This is an optimization exercise on Yosys and OpenROAD, whose aim is small area, not a production implementation. Function was checked by simulation only, so behaviour that the tests miss may differ from the original. Power and IR drop assume default switching activity. No driver is modelled on the clock port, so clocking that relies on it looks cheaper here than on a real chip.

===== flow/design.v =====
`timescale 1ns/1ps
module data_memory_responder #(
    parameter int BLOCK_ADDR_WIDTH = 6,
    parameter int LATENCY          = 5
) (
    input  logic         CLK,
    input  logic         RESET,
    input  logic         MEM_READ,
    input  logic         MEM_WRITE,
    input  logic [27:0]  MEM_ADDRESS,
    input  logic [127:0] MEM_WRITEDATA,
    output logic [127:0] MEM_READDATA,
    output logic         MEM_BUSYWAIT
);
    localparam int NR12 = 5;              
    localparam int NTAP = 2 * NR12 + 1;   
    logic [2:0]   st;
    logic         op_wr;
    logic [5:0]   addr_q;
    logic [3:0]   ph;       
    logic [127:0] buf_q;    
    logic [127:0] buf_d;
    logic [127:0] buf_n;    
    logic         idle;
    logic         request;
    logic [2:0]   st_n;
    logic [3:0]   ph_n;
    assign idle    = (st == 3'd0);
    assign request = MEM_READ | MEM_WRITE;
    assign buf_n   = ~buf_q;
    logic unused_addr_bits;
    assign unused_addr_bits = ^MEM_ADDRESS[27:6];
    assign MEM_BUSYWAIT = idle ? (request & RESET) : (st != 3'd6);
    always_comb begin
        if (idle)              st_n = request ? 3'd1 : 3'd0;
        else if (st == 3'd6)   st_n = 3'd0;
        else                   st_n = st + 3'd1;
        ph_n = (ph == 4'd11) ? 4'd0 : ph + 4'd1;
    end
    always_ff @(posedge CLK or negedge RESET) begin
        if (!RESET) begin
            st <= 3'd0;
            ph <= 4'd0;
        end else begin
            st <= st_n;
            ph <= ph_n;
        end
    end
    always_ff @(posedge CLK) begin
        if (idle) begin
            op_wr  <= MEM_WRITE;
            addr_q <= MEM_ADDRESS[5:0];
        end
    end
    function automatic logic [2:0] ring_of(input logic [5:0] a);
        logic [5:0] q;
        q = a / 6'd12;
        ring_of = q[2:0];
    endfunction
    function automatic logic [3:0] line_of(input logic [5:0] a);
        logic [5:0] m;
        m = a % 6'd12;
        line_of = m[3:0];
    endfunction
    function automatic logic [3:0] slot12(input logic [3:0] j, input logic [3:0] p);
        logic [4:0] s;
        s = {1'b0, j} + {1'b0, p};
        slot12 = (s >= 5'd12) ? 4'(s - 5'd12) : s[3:0];
    endfunction
    logic [5:0]      rd_addr;
    logic            rd_now;
    logic [2:0]      rd_ring;
    logic [3:0]      rd_line;
    logic [3:0]      rd_slot;
    logic [NTAP-1:0] rd_sel;
    logic [NTAP-1:0] tap_v;
    logic [127:0]    tap_d [NTAP];
    assign rd_addr = idle ? MEM_ADDRESS[5:0] : addr_q;
    assign rd_now  = idle ? (MEM_READ & ~MEM_WRITE) : (~op_wr & (st != 3'd6));
    assign rd_ring = ring_of(rd_addr);
    assign rd_line = line_of(rd_addr);
    assign rd_slot = slot12(rd_line, ph);
    for (genvar r = 0; r < NR12; r++) begin : g_rsel
        assign rd_sel[2*r]   = rd_now & (rd_ring == 3'(r)) & (rd_slot == 4'd5);
        assign rd_sel[2*r+1] = rd_now & (rd_ring == 3'(r)) & (rd_slot == 4'd11);
    end
    assign rd_sel[NTAP-1] = rd_now & (rd_ring == 3'd5) & (rd_line[1:0] + ph[1:0] == 2'd0);
    localparam int NINS = 2 * NR12 + 1;
    logic [5:0]      addr_n;
    logic            wr_n;
    logic [2:0]      wr_ring_n;
    logic [3:0]      wr_line_n;
    logic [3:0]      wr_slot_n;
    logic [NINS-1:0] ins_n;
    logic [NINS-1:0] ins;
    logic [NINS-1:0] ins_c;
    assign addr_n    = idle ? MEM_ADDRESS[5:0] : addr_q;
    assign wr_n      = (idle ? MEM_WRITE : op_wr) & (st_n != 3'd0);
    assign wr_ring_n = ring_of(addr_n);
    assign wr_line_n = line_of(addr_n);
    assign wr_slot_n = slot12(wr_line_n, ph_n);
    for (genvar r = 0; r < NR12; r++) begin : g_wsel
        assign ins_n[2*r]   = wr_n & (wr_ring_n == 3'(r)) & (wr_slot_n == 4'd11);
        assign ins_n[2*r+1] = wr_n & (wr_ring_n == 3'(r)) & (wr_slot_n == 4'd5);
    end
    assign ins_n[NINS-1] = wr_n & (wr_ring_n == 3'd5) & (wr_line_n[1:0] + ph_n[1:0] == 2'd3);
    always_ff @(posedge CLK or negedge RESET) begin
        if (!RESET) ins <= '0;
        else        ins <= ins_n;
    end
    always_ff @(posedge CLK) ins_c <= ~ins_n;
    for (genvar r = 0; r < NR12; r++) begin : g_ring
        logic [127:0] line_q [12];
        logic [11:0]  valid_q;
        logic [127:0] ins_a;    
        logic [127:0] ins_b;    
        assign ins_a = ~((line_q[11] | {128{ins[2*r]}})   & (buf_q | {128{ins_c[2*r]}}));
        assign ins_b = ~((line_q[5]  | {128{ins[2*r+1]}}) & (buf_n | {128{ins_c[2*r+1]}}));
        always_ff @(posedge CLK) begin
            line_q[0] <= ins_a;
            line_q[6] <= ins_b;
            for (int p = 1; p < 12; p++)
                if (p != 6) line_q[p] <= line_q[p-1];
        end
        always_ff @(posedge CLK or negedge RESET) begin
            if (!RESET) valid_q <= '0;
            else        valid_q <= {valid_q[10:6], ins[2*r+1] | valid_q[5],
                                    valid_q[4:0],  ins[2*r]   | valid_q[11]};
        end
        assign tap_d[2*r]   = ins_b;
        assign tap_v[2*r]   = valid_q[5];
        assign tap_d[2*r+1] = line_q[11];
        assign tap_v[2*r+1] = valid_q[11];
    end
    begin : g_ring4
        logic [127:0] line_q [4];
        logic [3:0]   valid_q;
        always_ff @(posedge CLK) begin
            line_q[0] <= (buf_q & {128{ins[NINS-1]}}) | (line_q[3] & {128{ins_c[NINS-1]}});
            for (int p = 1; p < 4; p++) line_q[p] <= line_q[p-1];
        end
        always_ff @(posedge CLK or negedge RESET) begin
            if (!RESET) valid_q <= '0;
            else        valid_q <= {valid_q[2:0], ins[NINS-1] | valid_q[3]};
        end
        assign tap_d[NTAP-1] = line_q[0];
        assign tap_v[NTAP-1] = valid_q[0];
    end
    always_comb begin
        buf_d = buf_q;
        if (idle & MEM_WRITE) buf_d = MEM_WRITEDATA;
        if (|rd_sel) begin
            buf_d = '0;
            for (int t = 0; t < NTAP; t++)
                if (rd_sel[t] & tap_v[t]) buf_d = buf_d | tap_d[t];
        end
    end
    always_ff @(posedge CLK) buf_q <= buf_d;
    logic rd_done, rd_done_c, rd_done_n;
    assign rd_done_n = ~op_wr & (st == 3'd4);
    always_ff @(posedge CLK or negedge RESET) begin
        if (!RESET) rd_done <= 1'b0;
        else        rd_done <= rd_done_n;
    end
    always_ff @(posedge CLK) rd_done_c <= ~rd_done_n;
    always_ff @(posedge CLK or negedge RESET) begin
        if (!RESET) MEM_READDATA <= '0;
        else        MEM_READDATA <= (buf_d & {128{rd_done}})
                                  | (MEM_READDATA & {128{rd_done_c}});
    end
endmodule

===== flow/flow/run.sh =====
#!/bin/bash
# Layout flow: the standard ORFS flow, with the clock tree built from
# larger sink clusters and without dummy loads, and the ports buffered with
# the smallest buffer.
set -euo pipefail
export CTS_ARGS="-sink_clustering_enable -repair_clock_nets -dont_use_dummy_load -sink_clustering_size 25 -sink_clustering_max_diameter 60"
export BUFFER_PORTS_ARGS="-buffer_cell sky130_fd_sc_hd__buf_1"
bash standard.sh > standard_flow.log 2>&1

===== flow/standard.sh =====
#!/bin/bash
# synth_recipe.tcl (not shown) runs the flow's synth.tcl, then flattens the netlist and writes it again
# the make line also repeats each setting of config.mk as NAME=value (left out here)
make -C /OpenROAD-flow-scripts/flow DESIGN_CONFIG=/design/flow/config.mk WORK_HOME=/design/flow/orfs CLKGATE_MAP_FILE= SYNTH_SCRIPT=/design/flow/synth_recipe.tcl "${@:-finish}"

===== flow/config.mk =====
export PLATFORM = sky130hd
export DESIGN_NAME = data_memory_responder
export DESIGN_NICKNAME = data_memory_responder
export VERILOG_FILES = /design/flow/design.v
export SDC_FILE = /design/flow/constraint.sdc
export NUM_CORES = 8
export LEC_CHECK = 0
export CAP_MARGIN = 20
export CORE_MARGIN = 2
export CORE_UTILIZATION = 60
export PLACE_DENSITY = 0.7
export SLEW_MARGIN = 20

===== flow/constraint.sdc =====
create_clock -name core_clock -period 10.0 [get_ports {CLK}]
set_input_delay 2.0000 -clock core_clock [delete_from_list [all_inputs] [get_ports {CLK}]]
set_output_delay 2.0000 -clock core_clock [all_outputs]
set_load 0.01 [all_outputs]

==> results of run 1 <==
## logic make-up (layout without fill, tap and decap cells)
| kind of cell | Yosys count | after routing | synth area share, % |
|---|---|---|---|
| AO/OA/AOI/OAI | 2426 | 2426 | 8.55 |
| adder cells (fa/ha/maj) | 15 | 15 | 0.102 |
| XOR/XNOR | 8 | 8 | 0.0353 |
| buffers and inverters | 805 | 1012 | 1.61 |
| multiplexers | 8 | 8 | 0.0435 |
| other | 0 | 10 | 0 |
| AND/OR/NAND/NOR | 1181 | 1181 | 2.92 |
| flip-flops | 8550 | 8550 | 86.7 |
## worst max-delay path by stage
stage,startpoint,end,slack (ns),depth (start not counted)
floorplan,MEM_ADDRESS[4],buf_q[106],2.44,28
global placement,MEM_ADDRESS[4],MEM_READDATA[83],0.70,24
detailed placement,MEM_ADDRESS[4],MEM_READDATA[83],0.56,24
CTS,st[1],MEM_READDATA[66],1.55,23
global route,st[1],MEM_READDATA[66],0.98,23
finish,MEM_ADDRESS[4],MEM_READDATA[74],1.36,24
## layer usage
metal / global-route usage (%) / vias to the layer above
met5: 0 / -
met4: 14.2 / 32
met3: 7.22 / 1522
met2: 45.6 / 5726
met1: 42.2 / 51879
li1: - / 44701
## state kept, by name, indices dropped and copies added, names as in the netlist, 4 cells and up
register / flops
MEM_READDATA: 128
addr_q: 6
buf_q: 128
g_ring.line_q: 7680
g_ring.valid_q: 60
g_ring4.line_q: 512
g_ring4.valid_q: 4
ins: 11
ins_c: 11
ph: 4
## critical path, stage by stage
cell	delay, ns
buf_1	0.14
nor2b_1	0.17
mux2_2	0.33
ha_1	0.32
a2111o_1	0.62
nand2_1	0.21
xnor2_1	0.15
ha_1	0.43
inv_1	0.15
o221a_2	0.15
o22a_1	0.24
ha_1	0.33
inv_1	0.06
a21oi_1	0.37
nor2_1	0.12
ha_1	0.24
a221oi_2	0.64
o21ai_0	0.47
a211oi_1	0.68
o21a_4	0.58
buf_4	0.53
o211ai_1	0.16
o31a_1	0.16
a22o_1	0.19
## final cells by class
type	count	share of cell area [%]
repair buffers	445	1.30
multi-input cells	3638	10.9
well taps	4366	2.54
flip-flops and latches	8550	80.2
diodes	10	0.0116
inverters	154	0.269
clock buffers	413	4.81
## cell usage in the layout, fill, tap and decap left out, drive strengths merged, types with 16 or more instances in the layout
master and instances:
and2 36, a221o 39, and3 71, o2111ai 49
nor2 244, dfxtp 8339, nor4 58, o21ai 161
a22oi 68, a31oi 44, nand4b 16, nand3 209
o22ai 1283, a222oi 79, a21o 17, nand2 340
clkbuf 414, o211ai 49, nand4 56, and4 29
buf 444, dfrtp 211, a22o 284, a32oi 49
a211oi 32, a21oi 100, nor3 62, inv 153
a32o 29, a221oi 73
## power groups by stage
stage                     sequential, W  clock (W)  combinational, W
final                            0.0476     0.0172            0.0129
after global routing             0.0484     0.0185            0.0133
after CTS                        0.0476     0.0173            0.0125
after detailed placement         0.0482          0            0.0123
after global placement           0.0478          0            0.0121
after floorplan                  0.0464          0           0.00676
## metrics by stage
stage               cell area [µm²]  utilization (%)
floorplan                    199000                -
CTS                          215000             65.2
detailed placement           205000             62.0
finish                       215000             65.2
global route                 215000             65.2
global placement             204000             62.0
==> impl_metrics.json, run 1 <==
{
  "outcome": "complete, no violations",
  "design_power_total_w": 0.0777,
  "ys_top_cells_by_count": "dfxtp_1 (8339), o22ai_1 (1283), clkbuf_1 (455)",
  "worstHoldStart": "g_ring[3].line_q[3][60]",
  "ir_worst_vdd_mv": 0.461,
  "p_sw_w": 0.0231,
  "ff2ff_path_depth": 23,
  "r2r-start": "st[1]",
  "drive_gt1_share_pct": 5.14,
  "drc": 0,
  "grt_first_pass_wirelength_um": 730000,
  "arrival_ns": 9.51,
  "die-area_mm2": 0.336,
  "synth_cells": 12993,
  "whs_endpoint": "g_ring[3].line_q[4][60]",
  "grt_antenna_before_repair": 29,
  "p_seq_share_pct": 61.3,
  "ctsResizeCount": 0,
  "timing.slew.headroom_pct": 11.8,
  "r2r-end": "MEM_READDATA[74]",
  "syn_nets": 13168,
  "synth_most_common_cell": "dfxtp_1",
  "gp_congestion": 0.850,
  "cts_tree": "built",
  "synth_edf_count": 0,
  "max-clock-path-buffers": 4,
  "yosysTopAreaCell": "dfxtp_1",
  "synth_warnings": 8,
  "hold_viol_final": 0,
  "setup-tns-final_ns": 0,
  "die_y_um": 579,
  "ant_nets": 0,
  "gr-usage-all-layers_pct": 30.4,
  "numPortBuffers": 266,
  "core_area_mm2": 0.330,
  "cts_num_sinks": 8550,
  "hold_ws_ns": 0.238,
  "timing.fmax_mhz": 116,
  "synth_area_leaders": "dfxtp_1 (84%), o22ai_1 (4.0%), dfrtp_1 (2.7%)",
  "rows": 211,
  "cts_setup_buffers": 0,
  "slew_viol_final": 0,
  "comb_power_share_pct": 16.6,
  "grt_overflow": 0,
  "fin_crit_sh_pct": 86.4,
  "finalSetupViolations": 0,
  "wl_met3_um": 53000,
  "critPathKind": "in -> reg",
  "power.internal_w": 0.0546,
  "start_kind": "primary input",
  "tightest_slew_ns": 1.32,
  "cp_max_fo": 19,
  "clock_latency_ns": 1.03,
  "wl_met2_um": 224000,
  "synthArstFlopShare_pct": 2.47,
  "grt_setup_unrepaired": "false",
  "final_nets": 13377,
  "powerDensity_mw_per_mm2": 362,
  "syn_area_per_cell_um2": 15.3,
  "grt_pass1_vias": 103178,
  "multiInputGateArea_mm2": 0.0234,
  "avgRoutedWirePerCell_um": 29.6,
  "dp_slack_ns": 0.564,
  "area_delta_synth_final_pct": 8.24,
  "cts_root_buf": "clkbuf_16",
  "seqCellArea_mm2": 0.172,
  "synth_area_mm2": 0.199,
  "wl_met1_um": 215000,
  "maxCapViolCount": 0,
  "vias_per_cell": 5.91,
  "layout_setup_ws_ns": 1.36,
  "grt_max_degree": 100,
  "layout_min_cycle_time_ns": 8.64,
  "netlist-cell-type-count": 79,
  "routed_wl_um": 519000,
  "layout.cells.non_filler": 17576,
  "cts_inserted_buffers": 413,
  "power.leakage_nw": 84.4,
  "postCtsHoldBufs": 0,
  "end_kind": "flop",
  "fill_cells": 22801,
  "dr_total_vias": 103860,
  "highest_layer": "met5",
  "start_util_pct": 60.2,
  "drtIter0Drc": 11328,
  "min_path_type": "reg -> reg",
  "hpwlAfterDp_um": 268000,
  "ys_seq_area_share_pct": 86.7,
  "post-synth-top-area-fraction_pct": 84.1,
  "ys_ff_latch": 8550,
  "crit_required_ns": 10.86,
  "dr.pass1.iters": 6,
  "sw_frac_of_total_pct": 29.7,
  "finalClockSkew_ns": 0.0991,
  "placed_cells": 17152,
  "path_clk_slew_ns": 0.08,
  "p_clk_share_pct": 22.1,
  "min_path_cells": 0,
  "rrSetupSlack_ns": 1.37,
  "synthFlopType": "dfxtp_1",
  "htree_num_levels": 5,
  "ios": 289,
  "die_w_um": 579
}
==> run 2, diff against run 1 <==
--- a/flow/flow/run.sh
+++ b/flow/flow/run.sh
@@ -5,3 +5,3 @@
 set -euo pipefail
-export CTS_ARGS="-sink_clustering_enable -repair_clock_nets -dont_use_dummy_load -sink_clustering_size 25 -sink_clustering_max_diameter 60"
+export CTS_ARGS="-sink_clustering_enable -repair_clock_nets -dont_use_dummy_load -sink_clustering_size 30 -sink_clustering_max_diameter 80"
 export BUFFER_PORTS_ARGS="-buffer_cell sky130_fd_sc_hd__buf_1"
--- a/flow/config.mk
+++ b/flow/config.mk
@@ -9,4 +9,4 @@
 export CORE_MARGIN = 2
-export CORE_UTILIZATION = 60
-export PLACE_DENSITY = 0.7
+export CORE_UTILIZATION = 50
+export PLACE_DENSITY = 0.6
 export SLEW_MARGIN = 20
==> impl_metrics.json, run 2 <==
{
  "arrival_ns": 9.41,
  "path_buf_inv": 4,
  "netlist-cell-type-count": 79,
  "fin_crit_sh_pct": 85.6,
  "largest_registers": "g_ring.line_q: 7680 flops, g_ring4.line_q: 512 flops",
  "ir_worst_vdd_mv": 0.595,
  "stdcell_area_mm2": 0.214,
  "end_kind": "flop",
  "design_power_total_w": 0.0760,
  "hpwlAfterDp_um": 280000,
  "layout_min_cycle_time_ns": 8.56,
  "ant_nets": 0,
  "use_met2_pct": 40.4,
  "finalClockSkew_ns": 0.0929,
  "dr_total_vias": 102182,
  "yosysTopAreaCell": "dfxtp_1",
  "synth_area_leaders": "dfxtp_1 (84%), o22ai_1 (4.0%), dfrtp_1 (2.7%)",
  "hold_ws_ns": 0.264,
  "drtIter0Drc": 11415,
  "critPathKind": "reg -> reg",
  "tightest_slew_ns": 1.27,
  "post-synth-top-area-fraction_pct": 84.1,
  "ios": 289,
  "power.leakage_nw": 83.3,
  "cts_setup_buffers": 0,
  "setup-tns-final_ns": 0,
  "max-clock-path-buffers": 4,
  "maxCapViolCount": 0,
  "gp_congestion": 0.812,
  "grt_first_pass_wirelength_um": 748000,
  "core_area_mm2": 0.396,
  "ctsResizeCount": 0,
  "grt_use_met1_pct": 36.3,
  "syn_area_per_cell_um2": 15.3,
  "hold_viol_final": 0,
  "avgRoutedWirePerCell_um": 29.2,
  "placed_cell_area_mm2": 0.206,
  "numPortBuffers": 266,
  "drive_gt1_share_pct": 4.53,
  "postCtsHoldBufs": 0,
  "synthArstFlopShare_pct": 2.47,
  "powerDensity_mw_per_mm2": 355,
  "ys_top_cells_by_count": "dfxtp_1 (8339), o22ai_1 (1283), clkbuf_1 (455)",
  "finalSetupViolations": 0,
  "cts_tree": "built",
  "synth_warnings": 8,
  "rrSetupSlack_ns": 1.44,
  "rows": 231,
  "cts_inserted_buffers": 326,
  "die_w_um": 634,
  "die_y_um": 634,
  "grt_max_degree": 84,
  "top_register": "g_ring.line_q",
  "clock_latency_ns": 1.02,
  "synthFlopType": "dfxtp_1",
  "synth_most_common_cell": "dfxtp_1",
  "area_delta_synth_final_pct": 7.71,
  "final_nets": 13292,
  "crit_required_ns": 10.85,
  "timing.slew.headroom_pct": 15.6,
  "path_clk_slew_ns": 0.11,
  "slew_viol_final": 0,
  "mostFrequentLayoutCells": "dfxtp_1 (8327), o22ai_1 (1283), nand2_1 (338)",
  "met3_usage_pct": 5.07,
  "grt_pass1_vias": 99838,
  "path_cells": "or3_1 > mux2_2 > ha_1 > a2111o_1 > nand2_1 > xnor2_1 > ha_1 > inv_1 > o221a_2 > o22a_1 > ha_1 > inv_1 > a21oi_1 > nor2_1 > ha_1 > a221oi_2 > o21a_1 > nor4_4 > buf_12 > buf_4 > a222oi_1 > nand3_1 > or4_1 > a32o_1",
  "final_util_pct": 54.0,
  "outcome": "complete, no violations",
  "grt_antenna_before_repair": 32,
  "slowest_stage": "o21a_1",
  "cts_root_buf": "clkbuf_16",
  "synth_cells": 12993,
  "largest_reg_flops": 7680,
  "routed_wl_um": 536000,
  "gr-max-usage-layer": "met2",
  "vias_per_cell": 5.56,
  "synth_area_mm2": 0.199,
  "grt_overflow": 0,
  "drc": 0,
  "dr.pass1.iters": 6,
  "die-area_mm2": 0.402,
  "ys_seq_area_share_pct": 86.7,
  "slowest_delay_ns": 0.75,
  "gr-usage-all-layers_pct": 26.1,
  "syn_nets": 13168,
  "start_kind": "flop",
  "critical-path-top-delay-family": "compound AO/OA/AOI/OAI gates",
  "grt_setup_unrepaired": "false",
  "htree_num_levels": 5,
  "layout_commonest_cell": "dfxtp_1",
  "fill_cells": 31643,
  "timing.fmax_mhz": 117,
  "start_util_pct": 50.2,
  "synth_edf_count": 0,
  "cts_num_sinks": 8550,
  "ys_ff_latch": 8550,
  "crit_top_cell": "ha_1",
  "min_path_type": "reg -> reg",
  "cp_max_fo": 23
}
[run 2: layer usage]
layer | wire length [µm] | share of wire, %
met1 | 231000 | 43
met2 | 237000 | 44
met3 | 44700 | 8.3
met4 | 22800 | 4.3
met5 | 76 | 0.014
[run 2: area by class of cell]
cell class | instances | area, µm² | area share [%]
Sequential cell | 8550 | 172000 | 80.6
Multi-Input combinational cell | 3638 | 23400 | 10.9
Clock buffer | 326 | 8160 | 3.81
Tap cell | 5242 | 6560 | 3.07
Timing Repair Buffer | 447 | 2800 | 1.31
Inverter | 154 | 578 | 0.270
Antenna cell | 19 | 47.5 | 0.0222
[run 2: path summary, 6_finish.rpt]
| path | cells after the start | endpoint | from |
|---|---|---|---|
| min | 0 | g_ring[0].line_q[10][115] | g_ring[0].line_q[9][115] |
| max in group asynchronous | 4 | g_ring[4].valid_q[11] | RESET |
| max | 24 | MEM_READDATA[29] | st[1] |
| max reg2reg | 24 | MEM_READDATA[29] | st[1] |
| min reg2reg | 0 | g_ring[0].line_q[10][115] | g_ring[0].line_q[9][115] |
| min in group asynchronous | 2 | MEM_READDATA[125] | RESET |
[run 2: logic make-up (layout without fill, tap and decap cells)]
kind of cell	after synthesis	in the layout	share of synthesized area, %
DFF	8550	8550	86.7
AOI/OAI and AO/OA	2426	2426	8.55
and+or+nand+nor	1181	1181	2.92
buffers and inverters	805	927	1.61
adders and majority gates	15	15	0.102
xor gates and xnor gates	8	8	0.0353
muxes	8	8	0.0435
other	0	19	0
[run 2: report_power, final]
group / leakage (nW) / total (W) / switching, W / internal [W]
Clock: 4.02 / 0.0154 / 0.00955 / 0.00590
Sequential: 71.6 / 0.0475 / 0.00383 / 0.0437
Combinational: 7.68 / 0.0130 / 0.00951 / 0.00353
Total: 83.3 / 0.0760 / 0.0229 / 0.0531
[run 2: stage by stage]
stage	setup WS (ns)	std cells
floorplan	2.44	12993
global placement	0.842	18029
detailed placement	0.692	18030
CTS	1.56	18356
global route	1.02	18360
finish	1.44	18376
==> run 3, diff against run 2 <==
--- a/flow/design.v
+++ b/flow/design.v
@@ -148,11 +148,28 @@
     end
-    always_comb begin
-        buf_d = buf_q;
-        if (idle & MEM_WRITE) buf_d = MEM_WRITEDATA;
-        if (|rd_sel) begin
-            buf_d = '0;
-            for (int t = 0; t < NTAP; t++)
-                if (rd_sel[t] & tap_v[t]) buf_d = buf_d | tap_d[t];
-        end
-    end
+    logic            buf_wr;     
+    logic            buf_hold;   
+    logic [NTAP-1:0] buf_tap;    
+    assign buf_wr   = idle & MEM_WRITE;
+    assign buf_hold = ~(buf_wr | (|rd_sel));
+    assign buf_tap  = rd_sel & tap_v;
+    logic [127:0] buf_g [4];
+    for (genvar g = 0; g < 3; g++) begin : g_buf_grp
+        dmr_aoi222 u_aoi (
+            .a0 (tap_d[3*g]),   .s0 (buf_tap[3*g]),
+            .a1 (tap_d[3*g+1]), .s1 (buf_tap[3*g+1]),
+            .a2 (tap_d[3*g+2]), .s2 (buf_tap[3*g+2]),
+            .y  (buf_g[g])
+        );
+    end
+    dmr_aoi222 u_aoi_last (
+        .a0 (tap_d[9]),      .s0 (buf_tap[9]),
+        .a1 (tap_d[10]),     .s1 (buf_tap[10]),
+        .a2 (MEM_WRITEDATA), .s2 (buf_wr),
+        .y  (buf_g[3])
+    );
+    dmr_nand4_ao21 u_buf_d (
+        .n0 (buf_g[0]), .n1 (buf_g[1]), .n2 (buf_g[2]), .n3 (buf_g[3]),
+        .q  (buf_q),    .s  (buf_hold),
+        .y  (buf_d)
+    );
     always_ff @(posedge CLK) buf_q <= buf_d;
@@ -165,7 +182,43 @@
     always_ff @(posedge CLK) rd_done_c <= ~rd_done_n;
+    logic [127:0] rd_next;
+    dmr_ao22 u_rd_next (
+        .a0 (buf_d),        .s0 (rd_done),
+        .a1 (MEM_READDATA), .s1 (rd_done_c),
+        .y  (rd_next)
+    );
     always_ff @(posedge CLK or negedge RESET) begin
         if (!RESET) MEM_READDATA <= '0;
-        else        MEM_READDATA <= (buf_d & {128{rd_done}})
-                                  | (MEM_READDATA & {128{rd_done_c}});
-    end
-endmodule
+        else        MEM_READDATA <= rd_next;
+    end
+endmodule
+module dmr_aoi222 (
+    input  logic [127:0] a0,
+    input  logic         s0,
+    input  logic [127:0] a1,
+    input  logic         s1,
+    input  logic [127:0] a2,
+    input  logic         s2,
+    output logic [127:0] y
+);
+    assign y = ~((a0 & {128{s0}}) | (a1 & {128{s1}}) | (a2 & {128{s2}}));
+endmodule
+module dmr_nand4_ao21 (
+    input  logic [127:0] n0,
+    input  logic [127:0] n1,
+    input  logic [127:0] n2,
+    input  logic [127:0] n3,
+    input  logic [127:0] q,
+    input  logic         s,
+    output logic [127:0] y
+);
+    assign y = ~(n0 & n1 & n2 & n3) | (q & {128{s}});
+endmodule
+module dmr_ao22 (
+    input  logic [127:0] a0,
+    input  logic         s0,
+    input  logic [127:0] a1,
+    input  logic         s1,
+    output logic [127:0] y
+);
+    assign y = (a0 & {128{s0}}) | (a1 & {128{s1}});
+endmodule
--- a/flow/flow/run.sh
+++ b/flow/flow/run.sh
@@ -5,3 +5,3 @@
 set -euo pipefail
-export CTS_ARGS="-sink_clustering_enable -repair_clock_nets -dont_use_dummy_load -sink_clustering_size 30 -sink_clustering_max_diameter 80"
+export CTS_ARGS="-sink_clustering_enable -repair_clock_nets -dont_use_dummy_load -sink_clustering_size 34 -sink_clustering_max_diameter 70"
 export BUFFER_PORTS_ARGS="-buffer_cell sky130_fd_sc_hd__buf_1"
--- a/flow/config.mk
+++ b/flow/config.mk
@@ -9,4 +9,6 @@
 export CORE_MARGIN = 2
-export CORE_UTILIZATION = 50
-export PLACE_DENSITY = 0.6
+export CORE_UTILIZATION = 65
+export PLACE_DENSITY = 0.75
 export SLEW_MARGIN = 20
+export SYNTH_HIERARCHICAL = 1
+export SYNTH_MINIMUM_KEEP_SIZE = 0
==> impl_metrics.json, run 3 <==
{
  "dr_total_vias": 94891,
  "layout_min_cycle_time_ns": 8.10,
  "htree_num_levels": 5,
  "finalClockSkew_ns": 0.0968,
  "end_kind": "flop",
  "ys_top_cells_by_count": "dfxtp_1 (8339), o22ai_1 (1281), a222oi_1 (512)",
  "syn_nets": 11866,
  "numPortBuffers": 266,
  "synth_cells": 11692,
  "ctsResizeCount": 0,
  "placed_cells": 15489,
  "ios": 289,
  "synth_most_common_cell": "dfxtp_1",
  "layout_commonest_cell": "dfxtp_1",
  "ys_ff_latch": 8550,
  "largest_registers": "g_ring.line_q: 7680 flops, g_ring4.line_q: 512 flops",
  "crit_top_cell": "ha_1",
  "cts_num_sinks": 8550,
  "postCtsHoldBufs": 0,
  "largest_reg_flops": 7680,
  "grt_pass1_vias": 93229,
  "grt_first_pass_wirelength_um": 646000,
  "power.internal_w": 0.0502,
  "p_seq_share_pct": 69.3,
  "path_clk_slew_ns": 0.12,
  "design_power_total_w": 0.0676,
  "rrSetupSlack_ns": 1.90,
  "slew_viol_final": 0,
  "cts_root_buf": "clkbuf_16",
  "cts_setup_buffers": 0,
  "syn_area_per_cell_um2": 16.6,
  "synthArstFlopShare_pct": 2.47,
  "outcome": "complete, no violations",
  "dr.pass1.iters": 9,
  "area_delta_synth_final_pct": 6.02,
  "hold_viol_final": 0,
  "r2r-end": "MEM_READDATA[32]",
  "fin_crit_sh_pct": 81.0,
  "netlist-cell-type-count": 62,
  "max-clock-path-buffers": 4,
  "highest_layer": "met5",
  "critPathKind": "reg -> reg",
  "r2r-start": "st[1]",
  "ant_nets": 0,
  "crit_required_ns": 10.87,
  "die_y_um": 551,
  "drive_gt1_share_pct": 4.09,
  "clock_latency_ns": 0.94,
  "worstSetupStartpoint": "st[1]",
  "ir_worst_vdd_mv": 0.255,
  "timing.fmax_mhz": 123,
  "powerDensity_mw_per_mm2": 328,
  "gr-usage-all-layers_pct": 29.4,
  "grt_max_degree": 93,
  "setup-tns-final_ns": 0,
  "wl_met1_um": 182000,
  "routed_wl_um": 457000,
  "tightest_slew_ns": 1.25,
  "grt_setup_unrepaired": "false",
  "drc": 0,
  "layout.cells.non_filler": 15788,
  "fill_cells": 18686,
  "mostFrequentLayoutCells": "dfxtp_1 (8327), o22ai_1 (1281), a222oi_1 (512)",
  "ff2ff_path_depth": 25,
  "cp_max_fo": 24,
  "slowest_delay_ns": 0.70,
  "maxCapViolCount": 0,
  "power.leakage_nw": 82.0,
  "crit_path_end": "MEM_READDATA[32]",
  "synth_area_mm2": 0.194,
  "rows": 200,
  "vias_per_cell": 6.01,
  "core_area_mm2": 0.297,
  "synth_area_leaders": "dfxtp_1 (86%), o22ai_1 (4.1%), dfrtp_1 (2.7%)",
  "die-area_mm2": 0.303,
  "post-synth-top-area-fraction_pct": 85.9,
  "drtIter0Drc": 13751,
  "top_register": "g_ring.line_q",
  "avgRoutedWirePerCell_um": 29.0,
  "die_w_um": 551,
  "synthFlopType": "dfxtp_1",
  "start_util_pct": 65.4,
  "p_clk_share_pct": 21.6,
  "sw_frac_of_total_pct": 25.6,
  "hpwlAfterDp_um": 234000,
  "finalSetupViolations": 0,
  "wl_met3_um": 50300,
  "gp_congestion": 0.836,
  "p_sw_w": 0.0173,
  "timing.slew.headroom_pct": 16.9,
  "synth_warnings": 22,
  "grt_antenna_before_repair": 7,
  "min_path_type": "reg -> reg",
  "cts_inserted_buffers": 294,
  "wl_met2_um": 197000,
  "slowest_stage": "nor3_4",
  "comb_power_share_pct": 9.1,
  "arrival_ns": 8.97,
  "ys_seq_area_share_pct": 88.6,
  "cts_tree": "built",
  "final_nets": 12022,
  "grt_overflow": 0,
  "yosysTopAreaCell": "dfxtp_1",
  "synth_edf_count": 0,
  "start_kind": "flop"
}
## run 3: cell count changes after synthesis, sizes merged, moves of 56 or more
cell / change
a222oi: +433
nand2: -315
nor2: -232
nand3: -206
clkbuf: -160
o21ai: -155
a21o: +115
a21oi: -95
a221oi: -72
nand4: +72
a22oi: -68
and3: -61
nor4: -56
## run 3: kinds of logic (layout without fill, tap and decap cells)
kind of cell	after synthesis	count (layout)	share of synthesized area, %
AO/OA/AOI/OAI	2211	2211	8.55
XOR/XNOR	7	7	0.0315
adder cells (fa/ha/maj)	14	14	0.0940
buffers and inverters	668	822	1.93
flip-flops	8550	8550	88.6
multiplexers	13	13	0.0753
other	0	3	0
AND/OR/NAND/NOR	229	229	0.702
## run 3: area by class of cell
cell class,count,area (µm²),share of cell area (%)
timing repair buffer,384,2470,1.20
tap,3939,4930,2.39
multi-input combinational,2474,18400,8.95
clock buffer,294,7360,3.57
inverter,144,541,0.262
antenna,3,7.51,0.00364
sequential,8550,172000,83.6
## run 3: power by group through the flow
stage          Sequential [W]  Combinational, W  Clock (W)
2_1_floorplan          0.0456           0.00372          0
3_3_place_gp           0.0471           0.00568          0
3_5_place_dp           0.0474           0.00585          0
4_1_cts                0.0468           0.00593     0.0147
5_1_grt                0.0475           0.00641     0.0158
6_report               0.0468           0.00616     0.0146
## run 3: critical path, delay by kind of cell (launching register included)
family                   cells  cell delay [ns]
adder cells (fa/ha/maj)      3             0.94
buffers and inverters        2             0.83
AO/OA/AOI/OAI                8             1.42
multiplexers                 2             0.92
XOR/XNOR                     2             0.54
AND/OR/NAND/NOR              8             2.80
flip-flops                   1             0.53
## run 3: how the worst min path moves through the flow
stage | cells after the start | from | endpoint | slack [ns]
after CTS | 0 | g_ring[3].line_q[8][102] | g_ring[3].line_q[9][102] | 0.24
after global routing | 0 | g_ring[3].line_q[8][102] | g_ring[3].line_q[9][102] | 0.23
final | 0 | g_ring[3].line_q[8][102] | g_ring[3].line_q[9][102] | 0.23
after floorplan | 0 | g_ring4.line_q[1][0] | g_ring4.line_q[2][0] | 0.31
after global placement | 0 | g_ring[1].line_q[9][105] | g_ring[1].line_q[10][105] | 0.31
after detailed placement | 0 | g_ring[0].line_q[9][35] | g_ring[0].line_q[10][35] | 0.31
## run 3: per-module statistics from Yosys (local to each module, per instance)
| module | flops+latches | cells |
|---|---|---|
| data_memory_responder | 8550 | 10586 |
| dmr_nand4_ao21 | 0 | 270 |
| dmr_ao22 | 0 | 156 |
| dmr_aoi222 | 0 | 170 |
## run 3: metrics by stage
stage	util [%]	instance area, µm²	setup slack, ns	hold WS [ns]
floorplan	-	194000	3.04	0.310
global placement	66.8	199000	1.67	0.310
detailed placement	66.8	199000	1.27	0.312
CTS	69.3	206000	2.17	0.235
global route	69.3	206000	1.77	0.229
finish	69.3	206000	1.90	0.233
## run 3: metal layers
| layer | vias to the layer above | global-route usage (%) |
|---|---|---|
| li1 | 40672 | - |
| met1 | 46299 | 41.0 |
| met2 | 6231 | 44.2 |
| met3 | 1681 | 5.86 |
| met4 | 8 | 15.0 |
| met5 | - | 0 |
==> run 4, diff against run 3 <==
--- a/flow/config.mk
+++ b/flow/config.mk
@@ -10,2 +10,3 @@
 export CORE_UTILIZATION = 65
+export GPL_TIMING_DRIVEN = 0
 export PLACE_DENSITY = 0.75
==> impl_metrics.json, run 4 <==
{
  "drive_gt1_share_pct": 4.85,
  "netlist-cell-type-count": 62,
  "path_clk_slew_ns": 0.11,
  "layout_min_cycle_time_ns": 8.48,
  "die-area_mm2": 0.303,
  "core_area_mm2": 0.297,
  "r2r-start": "st[2]",
  "fill_cells": 18614,
  "drc": 0,
  "placed_cell_area_mm2": 0.201,
  "drtIter0Drc": 11390,
  "largest_registers": "g_ring.line_q: 7680 flops, g_ring4.line_q: 512 flops",
  "power.leakage_nw": 83.3,
  "crit_required_ns": 10.89,
  "grt_overflow": 0,
  "routed_wl_um": 423000,
  "tightest_slew_ns": 1.22,
  "ys_ff_latch": 8550,
  "cts_setup_buffers": 0,
  "gr-usage-all-layers_pct": 27.2,
  "top_register": "g_ring.line_q",
  "ff2ff_path_depth": 30,
  "fin_crit_sh_pct": 84.8,
  "avgRoutedWirePerCell_um": 26.0,
  "cts_num_sinks": 8550,
  "ys_seq_area_share_pct": 88.6,
  "synth_edf_count": 0,
  "finalClockSkew_ns": 0.0821,
  "ir_worst_vdd_mv": 0.209,
  "stdcell_area_mm2": 0.208,
  "grt_antenna_before_repair": 36,
  "start_kind": "primary input",
  "grt_max_degree": 35,
  "postCtsHoldBufs": 0,
  "critPathKind": "in -> reg",
  "dp_slack_ns": 0.923,
  "synth_area_mm2": 0.194,
  "placed_cells": 15925,
  "cts_root_buf": "clkbuf_16",
  "numPortBuffers": 266,
  "layout_commonest_cell": "dfxtp_1",
  "layout.cells.non_filler": 16258,
  "crit_path_end": "MEM_READDATA[71]",
  "syn_area_per_cell_um2": 16.6,
  "dr_total_vias": 93034,
  "die_y_um": 551,
  "cts_tree": "built",
  "ctsResizeCount": 0,
  "synth_most_common_cell": "dfxtp_1",
  "synth_area_leaders": "dfxtp_1 (86%), o22ai_1 (4.1%), dfrtp_1 (2.7%)",
  "cp_max_fo": 12,
  "synth_cells": 11692,
  "final_util_pct": 70.1,
  "synthArstFlopShare_pct": 2.47,
  "post-synth-top-area-fraction_pct": 85.9,
  "yosysTopAreaCell": "dfxtp_1",
  "syn_nets": 11866,
  "cts_inserted_buffers": 293,
  "vias_per_cell": 5.72,
  "synthFlopType": "dfxtp_1",
  "r2r-end": "MEM_READDATA[71]",
  "htree_num_levels": 5,
  "max-clock-path-buffers": 4,
  "mostFrequentLayoutCells": "dfxtp_1 (8339), o22ai_1 (1281), a222oi_1 (512)",
  "ant_nets": 0,
  "slew_viol_final": 0,
  "layout_setup_ws_ns": 1.52,
  "timing.slew.headroom_pct": 18.9,
  "grt_pass1_vias": 91982,
  "gp_congestion": 0.891,
  "rows": 200,
  "min_path_type": "reg -> reg",
  "die_w_um": 551,
  "end_kind": "flop",
  "timing.fmax_mhz": 118,
  "synth_warnings": 22,
  "final_nets": 12455,
  "finalSetupViolations": 0,
  "maxCapViolCount": 0,
  "rrSetupSlack_ns": 1.90,
  "setup-tns-final_ns": 0,
  "ys_top_cells_by_count": "dfxtp_1 (8339), o22ai_1 (1281), a222oi_1 (512)",
  "powerDensity_mw_per_mm2": 324,
  "hold_viol_final": 0,
  "largest_reg_flops": 7680,
  "clock_latency_ns": 0.96,
  "ios": 289,
  "grt_setup_unrepaired": "false",
  "area_delta_synth_final_pct": 7.24,
  "arrival_ns": 9.37,
  "hpwlAfterDp_um": 273000,
  "worstSetupStartpoint": "MEM_ADDRESS[4]",
  "grt_first_pass_wirelength_um": 609000,
  "dr.pass1.iters": 13,
  "start_util_pct": 65.4,
  "outcome": "complete, no violations"
}
[run 4: cell counts after synthesis]
Identical to the previous run, type by type.
[run 4: routing by layer]
metal | track usage, % | up-vias | wire length (µm)
met5 | 0.391 | - | 234
met4 | 11.7 | 14 | 18800
met3 | 4.91 | 867 | 33000
met2 | 41.8 | 4196 | 190000
met1 | 38.4 | 46351 | 181000
li1 | - | 41606 | -
[run 4: area by class of cell]
cell class,instances,area [µm²],area share [%]
Inverter,144,541,0.259
Tap cell,3939,4930,2.36
Buffer,524,3270,1.57
Sequential cell,8550,172000,82.6
Clock buffer,293,7330,3.52
Timing Repair Buffer,294,1650,0.792
Multi-Input combinational cell,2474,18400,8.81
Antenna cell,40,100,0.0480
[run 4: report_power, final]
group / total (W) / internal [W] / switching [W]
Clock: 0.0145 / 0.00535 / 0.00917
Combinational: 0.00657 / 0.00220 / 0.00436
Sequential: 0.0465 / 0.0429 / 0.00360
[run 4: logic make-up (layout without fill, tap and decap cells)]
group | count (synthesis) | in the layout | synth area share [%]
DFF | 8550 | 8550 | 88.6
AOI/OAI and AO/OA | 2211 | 2211 | 8.55
buffers and inverters | 668 | 1255 | 1.93
and+or+nand+nor | 229 | 229 | 0.702
adders and majority gates | 14 | 14 | 0.0940
muxes | 13 | 13 | 0.0753
xor gates and xnor gates | 7 | 7 | 0.0315
other | 0 | 40 | 0
[run 4: worst max-delay path: stages]
cell	delay [ns]
buf_1	0.17
mux2i_1	0.54
nand2_1	0.18
nand2b_1	0.11
o21ai_0	0.12
ha_1	0.23
buf_4	0.16
a211oi_1	0.34
xnor2_1	0.23
ha_1	0.46
nand2_1	0.08
a211o_1	0.27
o211ai_2	0.11
xnor2_1	0.16
ha_1	0.16
nor3b_1	0.44
or3_1	0.23
a211oi_1	0.06
mux2_4	0.27
nor4_2	0.81
and3_1	0.30
buf_2	0.67
buf_2	0.48
a222oi_1	0.23
nand4_1	0.15
a21o_1	0.18
a22o_1	0.16
[run 4: per-module statistics from Yosys (local to each module, per instance)]
module	flip-flops and latches	cell area (µm²)	cells	copies in the design
dmr_nand4_ao21	0	1920	270	1
dmr_ao22	0	1440	156	1
dmr_aoi222	0	1670	170	4
data_memory_responder	8550	184000	10586	1
[run 4: worst min-delay path by stage]
stage                                         start                        end  slack [ns]  cells after the start
after CTS                 g_ring[3].line_q[10][122]  g_ring[3].line_q[11][122]        0.28                      0
after global routing       g_ring[3].line_q[1][122]   g_ring[3].line_q[2][122]        0.28                      0
final                     g_ring[3].line_q[10][122]  g_ring[3].line_q[11][122]        0.28                      0
after detailed placement  g_ring[0].line_q[10][111]  g_ring[0].line_q[11][111]        0.31                      0
after floorplan                g_ring4.line_q[1][0]       g_ring4.line_q[2][0]        0.31                      0
after global placement      g_ring[3].line_q[3][49]    g_ring[3].line_q[4][49]        0.31                      0
[run 4: stage by stage]
step           power [W]  hold slack, ns
2_1_floorplan     0.0493           0.310
3_3_place_gp      0.0527           0.310
3_5_place_dp      0.0534           0.312
4_1_cts           0.0676           0.278
5_1_grt           0.0699           0.281
6_report          0.0676           0.282
==> run 5, diff against run 4 <==
--- a/flow/flow/run.sh
+++ b/flow/flow/run.sh
@@ -5,3 +5,3 @@
 set -euo pipefail
-export CTS_ARGS="-sink_clustering_enable -repair_clock_nets -dont_use_dummy_load -sink_clustering_size 34 -sink_clustering_max_diameter 70"
+export CTS_ARGS="-sink_clustering_enable -repair_clock_nets -dont_use_dummy_load -sink_clustering_size 30 -sink_clustering_max_diameter 80"
 export BUFFER_PORTS_ARGS="-buffer_cell sky130_fd_sc_hd__buf_1"
--- a/flow/config.mk
+++ b/flow/config.mk
@@ -9,5 +9,4 @@
 export CORE_MARGIN = 2
-export CORE_UTILIZATION = 65
-export GPL_TIMING_DRIVEN = 0
-export PLACE_DENSITY = 0.75
+export CORE_UTILIZATION = 50
+export PLACE_DENSITY = 0.6
 export SLEW_MARGIN = 20
==> impl_metrics.json, run 5 <==
{
  "setup-tns-final_ns": 0,
  "grt_first_pass_wirelength_um": 675000,
  "area_delta_synth_final_pct": 7.22,
  "avgRoutedWirePerCell_um": 28.3,
  "routed_wl_um": 483000,
  "gr-max-usage-layer": "met2",
  "placed_cells": 16734,
  "max-clock-path-buffers": 4,
  "synth_most_common_cell": "dfxtp_1",
  "slowest_stage": "and3_4",
  "finalClockSkew_ns": 0.0834,
  "grt_overflow": 0,
  "dr.pass1.iters": 10,
  "yosysTopAreaCell": "dfxtp_1",
  "largest_registers": "g_ring.line_q: 7680 flops, g_ring4.line_q: 512 flops",
  "cts_inserted_buffers": 325,
  "path_cells": "nor3_4 > mux2i_1 > nor2_1 > nand2b_1 > o21ai_0 > ha_1 > a211oi_1 > xnor2_1 > ha_1 > a41oi_1 > o211ai_2 > xnor2_1 > ha_1 > nor3b_1 > or3_1 > a211oi_1 > mux2_4 > a22o_2 > and3_4 > buf_4 > a222oi_1 > nand4_1 > a21o_1 > a22o_1",
  "synthFlopType": "dfxtp_1",
  "fin_crit_sh_pct": 80.4,
  "ff2ff_path_depth": 24,
  "ys_seq_area_share_pct": 88.6,
  "tightest_slew_ns": 1.25,
  "grt_use_met1_pct": 34.9,
  "r2r-end": "MEM_READDATA[28]",
  "path_clk_slew_ns": 0.10,
  "met3_usage_pct": 4.41,
  "timing.slew.headroom_pct": 16.7,
  "ys_top_cells_by_count": "dfxtp_1 (8339), o22ai_1 (1281), a222oi_1 (512)",
  "netlist-cell-type-count": 62,
  "htree_num_levels": 5,
  "ir_worst_vdd_mv": 0.543,
  "top_register": "g_ring.line_q",
  "whs_endpoint": "g_ring[0].line_q[10][81]",
  "cp_max_fo": 35,
  "min_path_type": "reg -> reg",
  "cts_num_sinks": 8550,
  "slowest_delay_ns": 1.04,
  "crit_top_cell": "ha_1",
  "final_nets": 12061,
  "worstHoldStart": "g_ring[0].line_q[9][81]",
  "synth_area_mm2": 0.194,
  "ant_nets": 0,
  "hpwlAfterDp_um": 244000,
  "grt_antenna_before_repair": 34,
  "grt_max_degree": 99,
  "mostFrequentLayoutCells": "dfxtp_1 (8327), o22ai_1 (1281), a222oi_1 (512)",
  "finalSetupViolations": 0,
  "ctsResizeCount": 0,
  "synth_warnings": 22,
  "use_met2_pct": 35.1,
  "cts_root_buf": "clkbuf_16",
  "numPortBuffers": 266,
  "power.leakage_nw": 82.4,
  "outcome": "complete, no violations",
  "cts_tree": "built",
  "post-synth-top-area-fraction_pct": 85.9,
  "fill_cells": 30587,
  "layout_min_cycle_time_ns": 8.04,
  "maxCapViolCount": 0,
  "drc": 0,
  "gp_congestion": 0.798,
  "syn_area_per_cell_um2": 16.6,
  "grt_pass1_vias": 91227,
  "layout_commonest_cell": "dfxtp_1",
  "dr_total_vias": 94272,
  "syn_nets": 11866,
  "synth_area_leaders": "dfxtp_1 (86%), o22ai_1 (4.1%), dfrtp_1 (2.7%)",
  "rows": 228,
  "die-area_mm2": 0.394,
  "slew_viol_final": 0,
  "layout_setup_ws_ns": 1.96,
  "ys_ff_latch": 8550,
  "r2r-start": "st[1]",
  "drive_gt1_share_pct": 4.40,
  "synth_edf_count": 0,
  "synthArstFlopShare_pct": 2.47,
  "critPathKind": "reg -> reg",
  "ios": 289,
  "critical-path-top-delay-family": "simple AND/OR/NAND/NOR gates",
  "core_area_mm2": 0.386,
  "dp_slack_ns": 1.43,
  "clock_latency_ns": 0.97,
  "gr-usage-all-layers_pct": 23.9,
  "start_kind": "flop",
  "crit_required_ns": 10.88,
  "rrSetupSlack_ns": 1.96,
  "worst-path-stages": 24,
  "arrival_ns": 8.92,
  "die_y_um": 627,
  "timing.fmax_mhz": 124,
  "cts_setup_buffers": 0,
  "die_w_um": 627,
  "vias_per_cell": 5.52,
  "start_util_pct": 50.3,
  "end_kind": "flop",
  "layout.cells.non_filler": 17064,
  "synth_cells": 11692,
  "final_util_pct": 53.9,
  "largest_reg_flops": 7680,
  "drtIter0Drc": 12307,
  "powerDensity_mw_per_mm2": 328,
  "hold_viol_final": 0,
  "postCtsHoldBufs": 0,
  "min_path_cells": 0,
  "path_buf_inv": 1,
  "grt_setup_unrepaired": "false"
}
-- run 5: cell counts after synthesis --
Identical to the previous run, type by type.
-- run 5: per-stage QoR --
stage	hold WS, ns	power (W)	area, µm²
floorplan	0.310	0.0493	194000
global placement	0.309	0.0532	200000
detailed placement	0.312	0.0534	200000
CTS	0.260	0.0684	208000
global route	0.255	0.0708	208000
finish	0.260	0.0683	208000
-- run 5: routing by layer --
| metal | part of all wire [%] | up-vias |
|---|---|---|
| li1 | - | 40755 |
| met1 | 44 | 47129 |
| met2 | 42 | 5045 |
| met3 | 9.2 | 1330 |
| met4 | 4.7 | 13 |
| met5 | 0.026 | - |
-- run 5: how the worst max path moves through the flow --
stage / from / end
floorplan: MEM_ADDRESS[4] / MEM_READDATA[10]
global placement: MEM_ADDRESS[4] / MEM_READDATA[30]
detailed placement: MEM_ADDRESS[4] / MEM_READDATA[28]
CTS: st[1] / MEM_READDATA[24]
global route: st[1] / MEM_READDATA[45]
finish: st[1] / MEM_READDATA[28]
-- run 5: power by group --
group	switching (W)	internal, W	total [W]
Clock	0.00944	0.00588	0.0153
Sequential	0.00379	0.0429	0.0467
Combinational	0.00429	0.00200	0.00629
Total	0.0175	0.0508	0.0683
-- run 5: layout make-up --
class	count	area (µm²)	share of cell area [%]
flip-flops and latches	8550	172000	82.7
inverters	144	541	0.259
well taps	5175	6470	3.11
multi-input cells	2474	18400	8.85
clock buffers	325	8130	3.90
repair buffers	392	2470	1.18
diodes	4	10.0	0.00480
-- run 5: per-module statistics from Yosys (local to each module, per instance) --
| module | flip-flops and latches | copies in the design | cell area, µm² | cells |
|---|---|---|---|---|
| data_memory_responder | 8550 | 1 | 184000 | 10586 |
| dmr_ao22 | 0 | 1 | 1440 | 156 |
| dmr_aoi222 | 0 | 4 | 1670 | 170 |
| dmr_nand4_ao21 | 0 | 1 | 1920 | 270 |
-- run 5: kinds of logic (layout without fill, tap and decap cells) --
family / Yosys count / after routing / share of synthesized area, %
DFF: 8550 / 8550 / 88.6
and+or+nand+nor: 229 / 229 / 0.702
muxes: 13 / 13 / 0.0753
buffers and inverters: 668 / 861 / 1.93
adders and majority gates: 14 / 14 / 0.0940
other: 0 / 4 / 0
xor gates and xnor gates: 7 / 7 / 0.0315
AOI/OAI and AO/OA: 2211 / 2211 / 8.55
==> run 6, diff against run 5 <==
--- a/flow/design.v
+++ b/flow/design.v
@@ -39,9 +39,12 @@
     end
+    logic [2:0] swp;
     always_ff @(posedge CLK or negedge RESET) begin
         if (!RESET) begin
-            st <= 3'd0;
-            ph <= 4'd0;
+            st  <= 3'd0;
+            ph  <= 4'd0;
+            swp <= 3'd0;
         end else begin
-            st <= st_n;
-            ph <= ph_n;
+            st  <= st_n;
+            ph  <= ph_n;
+            swp <= (swp == 3'd7) ? 3'd7 : swp + 3'd1;
         end
@@ -75,3 +78,3 @@
     logic [NTAP-1:0] rd_sel;
-    logic [NTAP-1:0] tap_v;
+    logic [NTAP-1:0] tap_v;    
     logic [127:0]    tap_d [NTAP];
@@ -87,2 +90,3 @@
     assign rd_sel[NTAP-1] = rd_now & (rd_ring == 3'd5) & (rd_line[1:0] + ph[1:0] == 2'd0);
+    assign tap_v = {(swp != 3'd0), {(NTAP-1){swp >= 3'd6}}};
     localparam int NINS = 2 * NR12 + 1;
@@ -94,4 +98,6 @@
     logic [NINS-1:0] ins_n;
-    logic [NINS-1:0] ins;
-    logic [NINS-1:0] ins_c;
+    logic [NINS-1:0] ins;      
+    logic [NINS-1:0] ins_c;    
+    logic            sweep12;  
+    logic            sweep4;   
     assign addr_n    = idle ? MEM_ADDRESS[5:0] : addr_q;
@@ -106,13 +112,33 @@
     assign ins_n[NINS-1] = wr_n & (wr_ring_n == 3'd5) & (wr_line_n[1:0] + ph_n[1:0] == 2'd3);
-    always_ff @(posedge CLK or negedge RESET) begin
-        if (!RESET) ins <= '0;
-        else        ins <= ins_n;
-    end
-    always_ff @(posedge CLK) ins_c <= ~ins_n;
+    assign sweep12 = (swp <= 3'd4);
+    assign sweep4  = (swp <= 3'd2);
+    for (genvar r = 0; r < NR12; r++) begin : g_isel
+        always_ff @(posedge CLK or negedge RESET) begin
+            if (!RESET) begin
+                ins[2*r]     <= 1'b0;
+                ins_c[2*r]   <= 1'b0;
+                ins[2*r+1]   <= 1'b1;
+                ins_c[2*r+1] <= 1'b1;
+            end else begin
+                ins[2*r]     <= ins_n[2*r];
+                ins_c[2*r]   <= ~ins_n[2*r] & ~sweep12;
+                ins[2*r+1]   <= ins_n[2*r+1] | sweep12;
+                ins_c[2*r+1] <= ~ins_n[2*r+1];
+            end
+        end
+    end
+    always_ff @(posedge CLK or negedge RESET) begin
+        if (!RESET) begin
+            ins[NINS-1]   <= 1'b0;
+            ins_c[NINS-1] <= 1'b0;
+        end else begin
+            ins[NINS-1]   <= ins_n[NINS-1];
+            ins_c[NINS-1] <= ~ins_n[NINS-1] & ~sweep4;
+        end
+    end
     for (genvar r = 0; r < NR12; r++) begin : g_ring
         logic [127:0] line_q [12];
-        logic [11:0]  valid_q;
         logic [127:0] ins_a;    
         logic [127:0] ins_b;    
-        assign ins_a = ~((line_q[11] | {128{ins[2*r]}})   & (buf_q | {128{ins_c[2*r]}}));
+        assign ins_a = ~((line_q[11] & {128{ins_c[2*r]}}) | (buf_q & {128{ins[2*r]}}));
         assign ins_b = ~((line_q[5]  | {128{ins[2*r+1]}}) & (buf_n | {128{ins_c[2*r+1]}}));
@@ -124,11 +150,4 @@
         end
-        always_ff @(posedge CLK or negedge RESET) begin
-            if (!RESET) valid_q <= '0;
-            else        valid_q <= {valid_q[10:6], ins[2*r+1] | valid_q[5],
-                                    valid_q[4:0],  ins[2*r]   | valid_q[11]};
-        end
         assign tap_d[2*r]   = ins_b;
-        assign tap_v[2*r]   = valid_q[5];
         assign tap_d[2*r+1] = line_q[11];
-        assign tap_v[2*r+1] = valid_q[11];
     end
@@ -136,3 +155,2 @@
         logic [127:0] line_q [4];
-        logic [3:0]   valid_q;
         always_ff @(posedge CLK) begin
@@ -141,8 +159,3 @@
         end
-        always_ff @(posedge CLK or negedge RESET) begin
-            if (!RESET) valid_q <= '0;
-            else        valid_q <= {valid_q[2:0], ins[NINS-1] | valid_q[3]};
-        end
         assign tap_d[NTAP-1] = line_q[0];
-        assign tap_v[NTAP-1] = valid_q[0];
     end
--- a/flow/flow/run.sh
+++ b/flow/flow/run.sh
@@ -5,3 +5,3 @@
 set -euo pipefail
-export CTS_ARGS="-sink_clustering_enable -repair_clock_nets -dont_use_dummy_load -sink_clustering_size 30 -sink_clustering_max_diameter 80"
+export CTS_ARGS="-sink_clustering_enable -repair_clock_nets -dont_use_dummy_load -sink_clustering_size 34 -sink_clustering_max_diameter 70 -buf_list {sky130_fd_sc_hd__clkbuf_16 sky130_fd_sc_hd__clkbuf_8 sky130_fd_sc_hd__clkbuf_4}"
 export BUFFER_PORTS_ARGS="-buffer_cell sky130_fd_sc_hd__buf_1"
--- a/flow/config.mk
+++ b/flow/config.mk
@@ -9,4 +9,4 @@
 export CORE_MARGIN = 2
-export CORE_UTILIZATION = 50
-export PLACE_DENSITY = 0.6
+export CORE_UTILIZATION = 65
+export PLACE_DENSITY = 0.75
 export SLEW_MARGIN = 20
==> impl_metrics.json, run 6 <==
{
  "seqCellArea_mm2": 0.171,
  "grt_pass1_vias": 93809,
  "hpwlAfterDp_um": 228000,
  "post-synth-top-area-fraction_pct": 86.1,
  "grt_use_met1_pct": 39.9,
  "p_sw_w": 0.0173,
  "multiInputGateArea_mm2": 0.0193,
  "power.internal_w": 0.0482,
  "yosysTopAreaCell": "dfxtp_1",
  "fill_cells": 18804,
  "htree_num_levels": 5,
  "clock_latency_ns": 0.89,
  "grt_overflow": 0,
  "min_path_type": "reg -> reg",
  "routed_wl_um": 456000,
  "ctsResizeCount": 0,
  "largest_registers": "g_ring.line_q: 7680 flops, g_ring4.line_q: 512 flops",
  "ir_worst_vdd_mv": 0.423,
  "end_kind": "flop",
  "setup-tns-final_ns": 0,
  "vias_per_cell": 5.97,
  "grt_setup_unrepaired": "false",
  "max-clock-path-buffers": 4,
  "slew_viol_final": 0,
  "cts_root_buf": "clkbuf_16",
  "drc": 0,
  "hold_viol_final": 0,
  "layout_min_cycle_time_ns": 8.45,
  "ys_top_cells_by_count": "dfxtp_1 (8328), o22ai_1 (641), a22oi_1 (640)",
  "cts_inserted_buffers": 298,
  "p_seq_share_pct": 67.4,
  "area_delta_synth_final_pct": 6.03,
  "critPathKind": "in -> reg",
  "grt_first_pass_wirelength_um": 649000,
  "cts_setup_buffers": 0,
  "met3_usage_pct": 6.19,
  "path_clk_slew_ns": 0.11,
  "fin_crit_sh_pct": 84.5,
  "timing.slew.headroom_pct": 18.2,
  "synth_area_mm2": 0.194,
  "gp_congestion": 0.838,
  "mostFrequentLayoutCells": "dfxtp_1 (8327), o22ai_1 (641), a22oi_1 (640)",
  "gr-usage-all-layers_pct": 29.6,
  "layout.cells.non_filler": 15750,
  "power.leakage_nw": 79.8,
  "synth_edf_count": 0,
  "rows": 200,
  "dp_slack_ns": 0.822,
  "maxCapViolCount": 0,
  "dr_total_vias": 94095,
  "drive_gt1_share_pct": 3.79,
  "postCtsHoldBufs": 0,
  "comb_power_share_pct": 10.3,
  "layout_commonest_cell": "dfxtp_1",
  "ant_nets": 0,
  "placed_cells": 15447,
  "die-area_mm2": 0.302,
  "cts_num_sinks": 8489,
  "gr-max-usage-layer": "met2",
  "synth_cells": 11662,
  "die_w_um": 550,
  "syn_area_per_cell_um2": 16.6,
  "die_y_um": 550,
  "ys_seq_area_share_pct": 88.2,
  "finalClockSkew_ns": 0.0805,
  "synth_area_leaders": "dfxtp_1 (86%), a222oi_1 (2.6%), a22oi_1 (2.5%)",
  "synth_most_common_cell": "dfxtp_1",
  "p_clk_share_pct": 22.3,
  "drtIter0Drc": 12678,
  "layout_setup_ws_ns": 1.55,
  "use_met2_pct": 45.0,
  "start_util_pct": 65.3,
  "avgRoutedWirePerCell_um": 28.9,
  "syn_nets": 11840,
  "cp_max_fo": 22,
  "powerDensity_mw_per_mm2": 319,
  "sw_frac_of_total_pct": 26.4,
  "arrival_ns": 9.30,
  "tightest_slew_ns": 1.23,
  "synthFlopType": "dfxtp_1",
  "largest_reg_flops": 7680,
  "ys_ff_latch": 8489,
  "outcome": "complete, no violations",
  "timing.fmax_mhz": 118,
  "numPortBuffers": 266,
  "ios": 289,
  "crit_required_ns": 10.85,
  "grt_max_degree": 96,
  "top_register": "g_ring.line_q",
  "final_nets": 11987,
  "finalSetupViolations": 0,
  "cts_tree": "built",
  "dr.pass1.iters": 10,
  "netlist-cell-type-count": 52,
  "core_area_mm2": 0.297,
  "grt_antenna_before_repair": 5,
  "synthArstFlopShare_pct": 1.90,
  "start_kind": "primary input",
  "synth_warnings": 22
}
[run 6: changes by cell type in the layout (fill, tap and decap cells not counted), moves of 11 or more]
| cell | before | now |
|---|---|---|
| or2_2 | 13 | 1 |
| dfxtp_4 | 12 | 1 |
| clkbuf_16 | 325 | 298 |
| buf_4 | 85 | 63 |
| nand2_1 | 25 | 47 |
| o22ai_1 | 1281 | 641 |
| a22oi_1 | 0 | 640 |
| dfrtp_1 | 199 | 138 |
[run 6: layer usage]
layer / wire (µm) / vias up
met5: 0 / -
met1: 180000 / 45844
met2: 197000 / 5959
met3: 47600 / 1767
met4: 31200 / 0
li1: - / 40525
[run 6: critical path, cell delays in order]
cell	delay, ns
buf_1	0.20
nor2b_1	0.12
nand2_1	0.09
nand2_1	0.06
ha_1	0.25
a2111o_1	0.44
and2_0	0.26
xor2_1	0.19
ha_1	0.28
a21oi_1	0.26
xnor2_1	0.23
ha_1	0.32
a21oi_1	0.26
nand2_1	0.15
xor2_1	0.16
ha_1	0.18
nor3b_1	0.17
nor2_1	0.15
or4b_2	0.60
a311oi_1	0.45
nand3_1	0.48
nor2_4	0.90
buf_12	0.35
a222oi_1	0.19
nand4_1	0.19
a21o_1	0.14
a22o_1	0.16
[run 6: path summary, 6_finish.rpt]
kind | to | slack, ns | startpoint | cells past startpoint
worst max register to register | MEM_READDATA[40] | 1.84 | st[0] | 26
worst min register to register | g_ring[3].line_q[10][95] | 0.27 | g_ring[3].line_q[9][95] | 0
worst min-delay path | g_ring[3].line_q[10][95] | 0.27 | g_ring[3].line_q[9][95] | 0
min in group asynchronous | MEM_READDATA[118] | 1.51 | RESET | 2
worst max-delay path | MEM_READDATA[40] | 1.55 | MEM_ADDRESS[5] | 27
max in group asynchronous | MEM_READDATA[96] | 6.83 | RESET | 3
[run 6: Yosys stat by module (local to each module, per instance)]
module                 area, µm²  copies in the design  cells inside
data_memory_responder     184000                     1         10556
dmr_ao22                    1440                     1           156
dmr_aoi222                  1670                     4           170
dmr_nand4_ao21              1920                     1           270
[run 6: kinds of logic after synthesis]
kind of cell / after synthesis / share of synthesized area, %
DFF: 8489 / 88.2
AOI/OAI and AO/OA: 2220 / 9.00
buffers and inverters: 667 / 1.93
and+or+nand+nor: 255 / 0.725
adders and majority gates: 18 / 0.124
xor gates and xnor gates: 8 / 0.0362
muxes: 5 / 0.0271
[run 6: power by group through the flow]
stage / combinational (W) / sequential [W] / clock, W
2_1_floorplan: 0.00383 / 0.0432 / 0
3_3_place_gp: 0.00624 / 0.0444 / 0
3_5_place_dp: 0.00641 / 0.0447 / 0
4_1_cts: 0.00647 / 0.0441 / 0.0147
5_1_grt: 0.00684 / 0.0447 / 0.0158
6_report: 0.00673 / 0.0441 / 0.0146
[run 6: area by class of cell]
type | instances | share of cell area, %
Clock buffer | 298 | 3.63
Multi-Input combinational cell | 2506 | 9.40
Inverter | 144 | 0.266
Timing Repair Buffer | 370 | 1.12
Sequential cell | 8489 | 83.2
Antenna cell | 4 | 0.00487
Tap cell | 3939 | 2.40
[run 6: stage by stage]
| step | hold WS [ns] | total power, W | utilization [%] | instance area (µm²) |
|---|---|---|---|---|
| final | 0.271 | 0.0655 | 69.2 | 205000 |
| after CTS | 0.275 | 0.0653 | 69.2 | 205000 |
| after global routing | 0.274 | 0.0674 | 69.2 | 205000 |
| after floorplan | 0.310 | 0.0470 | - | 194000 |
| after global placement | 0.309 | 0.0506 | 66.7 | 198000 |
| after detailed placement | 0.312 | 0.0511 | 66.7 | 198000 |

[static timing again, ports no longer ideal]
No port has a modelled driver above. Below, the same layouts with a new extraction and two added sets of constraints. Step 1: set_driving_cell puts a clkbuf_16 on CLK and a buf_2 on each other input, an assumption about the parent block. Step 2, shift: input delay + t, output delay - t, t = (earliest + latest rising clock arrival at the registers) / 2. This alone moves slack from input paths to output paths. a / b / c = ideal / step 1 / step 2; a / b = the first two.
run | shift t [ns] | setup slack, ns | cell pins on the clock port's net
run 1 | 1.085 | 1.356 / 1.345 / 0.259 | 1
run 2 | 1.077 | 1.444 / 1.444 / 0.422 | 1
run 3 | 0.997 | 1.898 / 1.898 / 1.078 | 1
run 4 | 1.013 | 1.522 / 1.600 / 0.587 | 1
run 5 | 1.016 | 1.964 / 1.964 / 1.157 | 1
run 6 | 0.976 | 1.549 / 1.631 / 0.655 | 1
After both steps setup and hold are still met in every run listed. For run 1, which loses most, drivers alone change the setup slack by -0.011 ns; drivers and shift together by -1.097 ns.
